What follows belongs to an exercise in optimizing a design on an open flow for a short achievable clock period and few clock cycles per item; a production flow would make more cautious choices. The RTL was checked by simulation tests, not by an equivalence proof against the original design. Power and IR drop assume default switching activity.

==> design/flow/design.v <==
package swdt_pkg;
    localparam int TIME_W    = 48;
    localparam int DUR_W     = 24;
    localparam int WIN_W     = 24;
    localparam int MAXD_W    = 28;
    localparam int STATUS_W  = 2;
    localparam int DELAY_W   = 30;
    localparam int CFG_IDX_W = 1;
    localparam int CFG_DAT_W = 28;
    localparam int LOG_DEPTH_DEF = 64;
    localparam int TOTAL_W = MAXD_W;
    localparam int SUM_W = TOTAL_W + 1;
    localparam int QUEUE_D = 8;
    localparam logic [WIN_W-1:0]  WINDOW_RST = WIN_W'(1000000);
    localparam logic [MAXD_W-1:0] MAXD_RST   = MAXD_W'(2000000);
    localparam logic [STATUS_W-1:0] STATUS_GRANT = 2'd0;
    localparam logic [STATUS_W-1:0] STATUS_DEFER = 2'd1;
    localparam logic [STATUS_W-1:0] STATUS_FULL  = 2'd2;
    localparam logic [CFG_IDX_W-1:0] CFG_WINDOW = 1'b0;
    localparam logic [CFG_IDX_W-1:0] CFG_MAXDUR = 1'b1;
endpackage
module sliding_window_duration_throttle_core #(
    parameter int LOG_DEPTH = swdt_pkg::LOG_DEPTH_DEF
) (
    input  logic                            clk,
    input  logic                            rst_n,
    input  logic                            req_valid,
    output logic                            req_ready,
    input  logic [swdt_pkg::TIME_W-1:0]     req_now_us,
    input  logic [swdt_pkg::DUR_W-1:0]      req_duration_us,
    output logic                            res_valid,
    input  logic                            res_ready,
    output logic [swdt_pkg::STATUS_W-1:0]   res_status,
    output logic [swdt_pkg::DELAY_W-1:0]    res_delay_us,
    input  logic                            cfg_valid,
    output logic                            cfg_ready,
    input  logic [swdt_pkg::CFG_IDX_W-1:0]  cfg_index,
    input  logic [swdt_pkg::CFG_DAT_W-1:0]  cfg_data
);
    localparam int N   = LOG_DEPTH + 2;
    localparam int PL  = (LOG_DEPTH > 1) ? $clog2(LOG_DEPTH) : 1;
    localparam int TW  = swdt_pkg::TIME_W;
    localparam int DW  = swdt_pkg::DUR_W;
    localparam int SW  = swdt_pkg::SUM_W;
    localparam int MW  = swdt_pkg::MAXD_W;
    localparam int WW  = swdt_pkg::WIN_W;
    localparam int QD  = swdt_pkg::QUEUE_D;
    localparam int OW  = $clog2(QD + 1) + 1;
    logic [WW-1:0] window_reg;
    logic [MW-1:0] maxd_reg;
    assign cfg_ready = 1'b1;
    always_ff @(posedge clk or negedge rst_n)
    begin
        if (!rst_n)
        begin
            window_reg <= swdt_pkg::WINDOW_RST;
            maxd_reg   <= swdt_pkg::MAXD_RST;
        end
        else if (cfg_valid)
        begin
            case (cfg_index)
                swdt_pkg::CFG_WINDOW: window_reg <= cfg_data[WW-1:0];
                swdt_pkg::CFG_MAXDUR: maxd_reg   <= cfg_data[MW-1:0];
                default:              ;
            endcase
        end
    end
    logic [N-1:0][TW-1:0] t_mem;
    logic [N-1:0][SW-1:0] s_mem;
    logic [N-1:0]  vld_reg;      
    logic [N-1:0]  head_reg;     
    logic [N-1:0]  tail_reg;     
    logic [SW-1:0] g_reg;        
    logic          pg_reg;       
    logic          adv;          
    logic          req_ready_reg;
    logic [OW-1:0] outst_reg, outst_next;
    logic          req_fire, res_fire;
    logic          res_valid_reg;
    logic [1:0][TW-1:0] ib_now;
    logic [1:0][DW-1:0] ib_dur;
    logic [1:0]    ib_cnt, ib_cnt_next;
    logic          ib_rd, ib_wr;
    logic          a_v, a_pop;
    logic [TW-1:0] a_now;
    logic [DW-1:0] a_dur;
    assign req_ready   = req_ready_reg;
    assign req_fire    = req_valid & req_ready_reg;
    assign res_fire    = res_valid_reg & res_ready;
    assign outst_next  = outst_reg + OW'(req_fire) - OW'(res_fire);
    assign a_v         = (ib_cnt != 2'd0);
    assign a_pop       = a_v & adv;
    assign ib_cnt_next = ib_cnt + 2'(req_fire) - 2'(a_pop);
    assign a_now       = ib_now[ib_rd];
    assign a_dur       = ib_dur[ib_rd];
    always_ff @(posedge clk or negedge rst_n)
    begin
        if (!rst_n)
        begin
            outst_reg     <= '0;
            req_ready_reg <= 1'b0;
            ib_cnt        <= '0;
            ib_rd         <= 1'b0;
            ib_wr         <= 1'b0;
        end
        else
        begin
            outst_reg     <= outst_next;
            req_ready_reg <= (outst_next < OW'(QD)) && (ib_cnt_next != 2'd2);
            ib_cnt        <= ib_cnt_next;
            if (a_pop)
                ib_rd <= ~ib_rd;
            if (req_fire)
                ib_wr <= ~ib_wr;
        end
    end
    always_ff @(posedge clk)
    begin
        if (req_fire)
        begin
            ib_now[ib_wr] <= req_now_us;
            ib_dur[ib_wr] <= req_duration_us;
        end
    end
    logic          p_v;
    logic [TW-1:0] p_now;
    logic [DW-1:0] p_dur;
    logic [TW:0]   p_lim;      
    logic [SW:0]   p_q;        
    logic [DW:0]   p_pair;     
    logic          p_kneg;     
    logic          a_kneg;
    logic [TW:0]   a_lim;
    logic [SW:0]   a_q;
    logic [DW:0]   a_pair;
    swdt_add #(.W(TW + 1)) u_lim (
        .a({1'b0, a_now}), .b(~{{(TW + 1 - WW){1'b0}}, window_reg}), .ci(1'b1), .s(a_lim));
    swdt_add #(.W(SW + 1)) u_q (
        .a({{(SW + 1 - DW){1'b0}}, a_dur}), .b(~{{(SW + 1 - MW){1'b0}}, maxd_reg}),
        .ci(1'b1), .s(a_q));
    swdt_lt #(.W(MW)) u_kneg (
        .a(maxd_reg), .b({{(MW - DW){1'b0}}, a_dur}), .lt(a_kneg));
    swdt_add #(.W(DW + 1)) u_pair (
        .a({1'b0, a_dur}), .b({1'b0, p_dur}), .ci(1'b0), .s(a_pair));
    always_ff @(posedge clk or negedge rst_n)
    begin
        if (!rst_n)   p_v <= 1'b0;
        else if (adv) p_v <= a_v;
    end
    always_ff @(posedge clk)
    begin
        if (adv)
        begin
            p_now  <= a_now;
            p_dur  <= a_dur;
            p_lim  <= a_lim;
            p_q    <= a_q;
            p_pair <= a_pair;
            p_kneg <= a_kneg;
        end
    end
    logic          b_v;
    logic [TW-1:0] b_now;
    logic [DW-1:0] b_dur;
    logic [DW:0]   b_pair;
    logic [TW:0]   b_lim;
    logic          b_kneg;     
    logic [1:0][1:0][SW-1:0] b_lo;
    logic [1:0][1:0][SW-1:0] p_lo;
    logic [DW-1:0] c_dur;
    swdt_add3 #(.W(SW)) u_lo00 (.a(g_reg), .b(p_q[SW-1:0]), .c('0), .s(p_lo[0][0]));
    swdt_add3 #(.W(SW)) u_lo01 (.a(g_reg), .b(p_q[SW-1:0]),
                                .c({{(SW - DW){1'b0}}, c_dur}), .s(p_lo[0][1]));
    swdt_add3 #(.W(SW)) u_lo10 (.a(g_reg), .b(p_q[SW-1:0]),
                                .c({{(SW - DW){1'b0}}, b_dur}), .s(p_lo[1][0]));
    swdt_add3 #(.W(SW)) u_lo11 (.a(g_reg), .b(p_q[SW-1:0]),
                                .c({{(SW - DW - 1){1'b0}}, b_pair}), .s(p_lo[1][1]));
    always_ff @(posedge clk or negedge rst_n)
    begin
        if (!rst_n)   b_v <= 1'b0;
        else if (adv) b_v <= p_v;
    end
    always_ff @(posedge clk)
    begin
        if (adv)
        begin
            b_now  <= p_now;
            b_dur  <= p_dur;
            b_pair <= p_pair;
            b_lim  <= p_lim;
            b_kneg <= p_kneg;
            b_lo   <= p_lo;
        end
    end
    logic          c_v;
    logic [TW-1:0] c_now;
    logic [N-1:0]  c_exp;
    logic [N-1:0]  c_ovr [2];    
    logic [N-1:0]  c_bad;        
    logic [SW-1:0] c_lo [2];
    logic          c_kneg;
    logic [SW-1:0] lo_c [2];
    logic [N-1:0]  lt_t, lt_s0, lt_s1;
    logic [N-1:0]  exp_c, run_c;
    logic          byp;
    assign lo_c[0] = pg_reg ? b_lo[0][1] : b_lo[0][0];
    assign lo_c[1] = pg_reg ? b_lo[1][1] : b_lo[1][0];
    swdt_lt #(.W(TW)) u_byp (.a(c_now), .b(b_lim[TW-1:0]), .lt(byp));
    for (genvar k = 0; k < N; k++)
    begin : g_slot_cmp
        swdt_lt #(.W(TW))     u_t  (.a(t_mem[k]), .b(b_lim[TW-1:0]), .lt(lt_t[k]));
        swdt_lt #(.W(SW - 1)) u_s0 (.a(s_mem[k][SW-2:0]), .b(lo_c[0][SW-2:0]), .lt(lt_s0[k]));
        swdt_lt #(.W(SW - 1)) u_s1 (.a(s_mem[k][SW-2:0]), .b(lo_c[1][SW-2:0]), .lt(lt_s1[k]));
    end
    always_comb
    begin
        for (int k = 0; k < N; k++)
        begin
            exp_c[k] = !b_lim[TW] && (tail_reg[k] ? byp : lt_t[k]);
            run_c[k] = (vld_reg[k] | tail_reg[k]) & exp_c[k];
        end
    end
    always_ff @(posedge clk or negedge rst_n)
    begin
        if (!rst_n)   c_v <= 1'b0;
        else if (adv) c_v <= b_v;
    end
    always_ff @(posedge clk)
    begin
        if (adv)
        begin
            c_now   <= b_now;
            c_dur   <= b_dur;
            c_lo[0] <= lo_c[0];
            c_lo[1] <= lo_c[1];
            c_kneg  <= b_kneg;
            c_exp   <= exp_c;
            for (int k = 0; k < N; k++)
            begin
                c_ovr[0][k] <= !tail_reg[k] && (s_mem[k][SW-1] ^ lo_c[0][SW-1] ^ lt_s0[k]);
                c_ovr[1][k] <= !tail_reg[k] && (s_mem[k][SW-1] ^ lo_c[1][SW-1] ^ lt_s1[k]);
                c_bad[k]    <= run_c[k] && !run_c[(k + N - 1) % N] && !head_reg[k];
            end
        end
    end
    logic [N-1:0]  gen, prop, carry, carry_reg, rem, cutx, over_k;
    logic [SW-1:0] lo, base_new;
    logic          slow_reg, commit, any_rem, over, vfull, full, grant;
    assign adv    = !(c_v && (|c_bad) && !slow_reg);
    assign commit = c_v && adv;
    assign lo     = pg_reg ? c_lo[1] : c_lo[0];
    assign over_k = pg_reg ? c_ovr[1] : c_ovr[0];
    assign rem    = slow_reg ? carry_reg : (vld_reg & c_exp);
    assign gen    = head_reg & vld_reg & c_exp;
    assign prop   = ~head_reg & vld_reg & c_exp;
    logic [N-1:0] pg_g [0:PL];
    logic [N-1:0] pg_p [0:PL];
    assign pg_g[0] = gen;
    assign pg_p[0] = prop;
    for (genvar l = 0; l < PL; l++)
    begin : g_pfx
        for (genvar k = 0; k < N; k++)
        begin : g_bit
            localparam int J = (k - (1 << l) + N) % N;
            assign pg_g[l+1][k] = pg_g[l][k] | (pg_p[l][k] & pg_g[l][J]);
            assign pg_p[l+1][k] = pg_p[l][k] & pg_p[l][J];
        end
    end
    assign carry = pg_g[PL];
    always_comb
    begin
        over  = 1'b0;
        vfull = 1'b0;
        for (int k = 0; k < N; k++)
        begin
            cutx[k] = !rem[(k + 1) % N] && (rem[k] || head_reg[(k + 1) % N]);
            over    = over | (cutx[k] & over_k[k]);
            vfull   = vfull | (tail_reg[k] & head_reg[(k + 2) % N]);
        end
        over     = over | c_kneg;
        base_new = '0;
        for (int k = 0; k < N; k++)
            base_new = base_new | ({SW{cutx[k]}} & s_mem[k]);
    end
    assign any_rem = |rem;
    assign full    = vfull & ~any_rem;
    assign grant   = commit & ~over & ~full;
    logic [SW-1:0] s_new;
    swdt_add #(.W(SW)) u_snew (
        .a(g_reg), .b({{(SW - DW){1'b0}}, c_dur}), .ci(1'b0), .s(s_new));
    always_ff @(posedge clk or negedge rst_n)
    begin
        if (!rst_n)
        begin
            vld_reg   <= '0;
            head_reg  <= N'(1);
            tail_reg  <= N'(1);
            g_reg     <= '0;
            pg_reg    <= 1'b0;
            slow_reg  <= 1'b0;
        end
        else
        begin
            slow_reg <= !adv;
            if (adv)
                pg_reg <= grant;
            if (commit)
            begin
                vld_reg  <= (vld_reg & ~rem) | (grant ? tail_reg : '0);
                head_reg <= {cutx[N-2:0], cutx[N-1]};
                if (grant)
                begin
                    tail_reg <= {tail_reg[N-2:0], tail_reg[N-1]};
                    g_reg    <= s_new;
                end
            end
        end
    end
    always_ff @(posedge clk)
    begin
        carry_reg <= carry;
        for (int k = 0; k < N; k++)
            if (commit && tail_reg[k])
                t_mem[k] <= c_now;
        for (int k = 0; k < N - 1; k++)
            if (commit && tail_reg[k])
                s_mem[k] <= s_new;
    end
    always_ff @(posedge clk or negedge rst_n)
    begin
        if (!rst_n)
            s_mem[N-1] <= '0;
        else if (commit && tail_reg[N-1])
            s_mem[N-1] <= s_new;
    end
    logic          d_v, d_over, d_full;
    logic [SW-1:0] d_lo, d_base;
    logic [swdt_pkg::STATUS_W-1:0] e_st;
    logic [swdt_pkg::DELAY_W-1:0]  e_dl;
    logic [SW-1:0] d_excess;
    always_ff @(posedge clk or negedge rst_n)
    begin
        if (!rst_n) d_v <= 1'b0;
        else        d_v <= commit;
    end
    always_ff @(posedge clk)
    begin
        d_over <= over;
        d_full <= full;
        d_lo   <= lo;
        d_base <= base_new;
    end
    swdt_add #(.W(SW)) u_excess (.a(d_lo), .b(~d_base), .ci(1'b1), .s(d_excess));
    assign e_st = d_over ? swdt_pkg::STATUS_DEFER :
                  d_full ? swdt_pkg::STATUS_FULL  : swdt_pkg::STATUS_GRANT;
    assign e_dl = d_over ? {{(swdt_pkg::DELAY_W - SW){1'b0}}, d_excess} : '0;
    logic [swdt_pkg::STATUS_W-1:0] res_st_reg;
    logic [swdt_pkg::DELAY_W-1:0]  res_dl_reg;
    logic [QD-1:0][swdt_pkg::STATUS_W-1:0] q_st;
    logic [QD-1:0][swdt_pkg::DELAY_W-1:0]  q_dl;
    logic [QD-1:0] q_rd, q_wr;
    logic [QD-1:0] q_full;       
    logic          out_free, q_pop, q_push, q_empty;
    logic [swdt_pkg::STATUS_W-1:0] q_st_hd;
    logic [swdt_pkg::DELAY_W-1:0]  q_dl_hd;
    assign q_empty  = ~|q_full;
    assign out_free = ~res_valid_reg | res_ready;
    assign q_pop    = out_free & ~q_empty;
    assign q_push   = d_v & ~(out_free & q_empty);
    always_comb
    begin
        q_st_hd = '0;
        q_dl_hd = '0;
        for (int k = 0; k < QD; k++)
        begin
            q_st_hd = q_st_hd | ({swdt_pkg::STATUS_W{q_rd[k]}} & q_st[k]);
            q_dl_hd = q_dl_hd | ({swdt_pkg::DELAY_W{q_rd[k]}} & q_dl[k]);
        end
    end
    always_ff @(posedge clk or negedge rst_n)
    begin
        if (!rst_n)
        begin
            res_valid_reg <= 1'b0;
            q_rd          <= QD'(1);
            q_wr          <= QD'(1);
            q_full        <= '0;
        end
        else
        begin
            if (out_free)
                res_valid_reg <= ~q_empty | d_v;
            if (q_pop)
                q_rd <= {q_rd[QD-2:0], q_rd[QD-1]};
            if (q_push)
                q_wr <= {q_wr[QD-2:0], q_wr[QD-1]};
            q_full <= (q_full & ~(q_pop ? q_rd : '0)) | (q_push ? q_wr : '0);
        end
    end
    always_ff @(posedge clk)
    begin
        if (out_free)
        begin
            res_st_reg <= q_empty ? e_st : q_st_hd;
            res_dl_reg <= q_empty ? e_dl : q_dl_hd;
        end
        for (int k = 0; k < QD; k++)
        begin
            if (q_push && q_wr[k])
            begin
                q_st[k] <= e_st;
                q_dl[k] <= e_dl;
            end
        end
    end
    assign res_valid    = res_valid_reg;
    assign res_status   = res_st_reg;
    assign res_delay_us = res_dl_reg;
endmodule
module swdt_add #(
    parameter int W = 8
) (
    input  logic [W-1:0] a,
    input  logic [W-1:0] b,
    input  logic         ci,
    output logic [W-1:0] s
);
    localparam int L = (W > 1) ? $clog2(W) : 1;
    logic [W-1:0] g [0:L];
    logic [W-1:0] p [0:L];
    logic [W-1:0] x;
    assign x    = a ^ b;
    assign g[0] = (a & b) | {{(W - 1){1'b0}}, x[0] & ci};
    assign p[0] = x;
    for (genvar l = 0; l < L; l++)
    begin : g_lvl
        for (genvar i = 0; i < W; i++)
        begin : g_bit
            if (i >= (1 << l))
            begin : g_op
                assign g[l+1][i] = g[l][i] | (p[l][i] & g[l][i - (1 << l)]);
                assign p[l+1][i] = p[l][i] & p[l][i - (1 << l)];
            end
            else
            begin : g_pass
                assign g[l+1][i] = g[l][i];
                assign p[l+1][i] = p[l][i];
            end
        end
    end
    assign s = x ^ {g[L][W-2:0], ci};
endmodule
module swdt_add3 #(
    parameter int W = 8
) (
    input  logic [W-1:0] a,
    input  logic [W-1:0] b,
    input  logic [W-1:0] c,
    output logic [W-1:0] s
);
    logic [W-1:0] sx, cy;
    assign sx = a ^ b ^ c;
    assign cy = (a & b) | (a & c) | (b & c);
    swdt_add #(.W(W)) u_add (.a(sx), .b({cy[W-2:0], 1'b0}), .ci(1'b0), .s(s));
endmodule
module swdt_lt #(
    parameter int W = 8
) (
    input  logic [W-1:0] a,
    input  logic [W-1:0] b,
    output logic         lt
);
    localparam int L = (W > 1) ? $clog2(W) : 1;
    localparam int P = 1 << L;
    logic [P-1:0] l [0:L];
    logic [P-1:0] g [0:L];
    for (genvar i = 0; i < P; i++)
    begin : g_leaf
        if (i < W)
        begin : g_bit
            assign l[0][i] = ~a[i] & b[i];
            assign g[0][i] = a[i] & ~b[i];
        end
        else
        begin : g_pad
            assign l[0][i] = 1'b0;
            assign g[0][i] = 1'b0;
        end
    end
    for (genvar v = 0; v < L; v++)
    begin : g_lvl
        for (genvar j = 0; j < (P >> (v + 1)); j++)
        begin : g_node
            assign l[v+1][j] = l[v][2*j+1] | (~g[v][2*j+1] & l[v][2*j]);
            assign g[v+1][j] = g[v][2*j+1] | (~l[v][2*j+1] & g[v][2*j]);
        end
        for (genvar j = (P >> (v + 1)); j < P; j++)
        begin : g_zero
            assign l[v+1][j] = 1'b0;
            assign g[v+1][j] = 1'b0;
        end
    end
    assign lt = l[L][0];
endmodule
==> design/flow/flow/run.sh <==
#!/bin/bash
set -euo pipefail
bash standard.sh SETUP_SLACK_MARGIN=5.7 finish > standard_finish.log 2>&1
==> design/flow/standard.sh <==
#!/bin/bash
# synth_recipe.tcl (not shown) runs the flow's synth.tcl, then flattens the netlist and writes it again
# the make line also repeats each setting of config.mk as NAME=value (left out here)
make -C /OpenROAD-flow-scripts/flow DESIGN_CONFIG=/design/flow/config.mk WORK_HOME=/design/flow/orfs CLKGATE_MAP_FILE= SYNTH_SCRIPT=/design/flow/synth_recipe.tcl "${@:-finish}"
==> design/flow/config.mk <==
export PLATFORM = sky130hd
export DESIGN_NAME = sliding_window_duration_throttle_core
export DESIGN_NICKNAME = sliding_window_duration_throttle_core
export VERILOG_FILES = /design/flow/design.v
export SDC_FILE = /design/flow/constraint.sdc
export NUM_CORES = 8
export LEC_CHECK = 0
export ABC_CLOCK_PERIOD_IN_PS = 2000
export CAP_MARGIN = 20
export CORE_MARGIN = 2
export CORE_UTILIZATION = 45
export SLEW_MARGIN = 20
export SYNTH_MEMORY_MAX_BITS = 8192
==> design/flow/constraint.sdc <==
create_clock -name core_clock -period 9.0 [get_ports {clk}]
set_input_delay 1.8000 -clock core_clock [delete_from_list [all_inputs] [get_ports {clk}]]
set_output_delay 1.8000 -clock core_clock [all_outputs]
set_load 0.01 [all_outputs]
==> flow_results.org <==
** Logic synthesis
- Yosys printed 29 warnings.
- Most common flop cell mapped by yosys :: sky130_fd_sc_hd__edfxtp_1
- Of all flip-flops after synthesis, the portion carrying an async set or reset was 5.14%.
- Sequential fraction of the synthesis area :: 54.4%
- Summing the areas of all xor and xnor instances in the mapped netlist gives 1.15% of the synthesized area.
- Synthesis produced a netlist whose cell count is 33500.
- Flip-flop and latch count after synthesis :: 6785
- Syn_area_per_cell :: 11.0 um^2
- Yosys mapped a number of flops with a built-in enable equal to 6310.
- Arithmetic-cell share of the synthesized area counting full adders, half adders and majority gates :: 12.4%
- The number of nets in the synthesized netlist is 33900.
- Top area cells in the synthesized netlist :: sky130_fd_sc_hd__edfxtp_1, sky130_fd_sc_hd__maj3_1, sky130_fd_sc_hd__o21ai_0
- In this run, distinct cell masters in the synthesized netlist total 116.
- Measured against the total synthesized area, the mux share comes to 0.957%.
- The synthesized netlist devotes 9.90% of its cell area to simple gates.
- The share of synthesized area in the top cell type comes to 51.3%.
- Area of the mapped netlist :: 369000 um^2
- By area, the combinational part of the netlist is dominated by compound AO/OA/AOI/OAI gates.
- The biggest area contributor in the post-synthesis netlist is sky130_fd_sc_hd__edfxtp_1.
- Summing the areas of all compound-gate instances in the mapped netlist gives 17.9% of the synthesized area.

** GRT
- Tot GR Track Use :: 67.0%
- Entering global routing, the biggest net connects 128 pins.
- Remaining global-route overflow :: 3

** Outcome
- First logged error message :: [ERROR GRT-0232] Routing congestion too high. Check the congestion heatmap in the GUI.
- Stage where the flow stopped :: 5_1_grt
- Outcome :: aborted with a tool error

** Placed design
- HPWL after DPL :: 1580000 um
- Count of input and output buffers :: 138
- Routability cong. :: 1.14
- Timing analysis after detailed placement gives a worst setup slack of 2120 ps.

** CTS
- Clock tree synthesis selected as its root buffer the cell sky130_fd_sc_hd__clkbuf_16.
- CTS saw 6785 sinks.
- Worst-case clock buffer depth :: 4
- Level count of the clock H-tree :: 6
- Number of buffers added by the clock tree synthesis step :: 770

** Die
- IO Count :: 141
- Die Height :: 910 um
- Row Count :: 332
- Once the floorplan was initialized, standard cells occupied 45.2% of the core.
- Measured along the x axis, the die boundary spans 910 um.
==> cell usage after synthesis, types with 148 or more instances <==
cell type	number
sky130_fd_sc_hd__clkbuf_1	1759
sky130_fd_sc_hd__nand2_1	2300
sky130_fd_sc_hd__a31oi_1	570
sky130_fd_sc_hd__a221oi_1	469
sky130_fd_sc_hd__a22oi_1	752
sky130_fd_sc_hd__maj3_1	3955
sky130_fd_sc_hd__nor2_1	2317
sky130_fd_sc_hd__nor2b_1	879
sky130_fd_sc_hd__inv_1	739
sky130_fd_sc_hd__nor4_1	232
sky130_fd_sc_hd__o22ai_1	370
sky130_fd_sc_hd__nor3_1	291
sky130_fd_sc_hd__ha_1	283
sky130_fd_sc_hd__mux2_2	222
sky130_fd_sc_hd__dfrtp_1	331
sky130_fd_sc_hd__buf_1	391
sky130_fd_sc_hd__nand4_1	209
sky130_fd_sc_hd__edfxtp_1	6310
sky130_fd_sc_hd__xor2_1	148
sky130_fd_sc_hd__xnor2_1	336
sky130_fd_sc_hd__a211oi_1	235
sky130_fd_sc_hd__o31ai_1	305
sky130_fd_sc_hd__nand2b_1	923
sky130_fd_sc_hd__a21oi_1	2960
sky130_fd_sc_hd__o221ai_1	158
sky130_fd_sc_hd__a21o_1	173
sky130_fd_sc_hd__nand3_1	271
sky130_fd_sc_hd__o21ai_0	2972
sky130_fd_sc_hd__a22o_1	320
==> logic make-up after synthesis <==
family / after synthesis
compound gates: 10600
simple gates: 7758
flops: 6785
fa+ha+maj: 4425
buf+inv: 3101
xor+xnor: 484
mux: 325
other cells: 2
==> metrics by stage <==
stage | cells | utilization [%] | area, um^2
after CTS | 47900 | 59.9 | 490000
after detailed placement | 43400 | 47.7 | 390000
after global placement | 43400 | 47.6 | 389000
after floorplan | 33500 | - | 370000
==> timing repair <==
action / CTS
setup buffers: 2097
gates cloned: 944
hold buffers: 0
pin swaps: 1706
resized for setup: 7174
setup endpoints to repair: 8345
==> power by group through the flow <==
stage               clock network [uW]  logic (uW)  registers [uW]
detailed placement                   0       92100           46100
floorplan                            0       45900           45800
CTS                              32800      131000           45200
global placement                     0       91400           46100
==> per-layer routing <==
layer  global-route usage [%]  overflow
met3                     46.6         3
met5                     28.4         0
met4                     69.6         0
met1                     68.2         0
met2                     83.7         0
==> how the worst min path moves through the flow <==
stage              start   endpoint  slack [ps]
3_3_place_gp   b_now[43]  c_now[43]         400
3_5_place_dp   p_lim[24]  b_lim[24]         400
2_1_floorplan     p_kneg     b_kneg         400
4_1_cts        b_now[37]  c_now[37]         390
Testbench counts, summed over its fixed seeds: cycles 16,048, items 16,000.
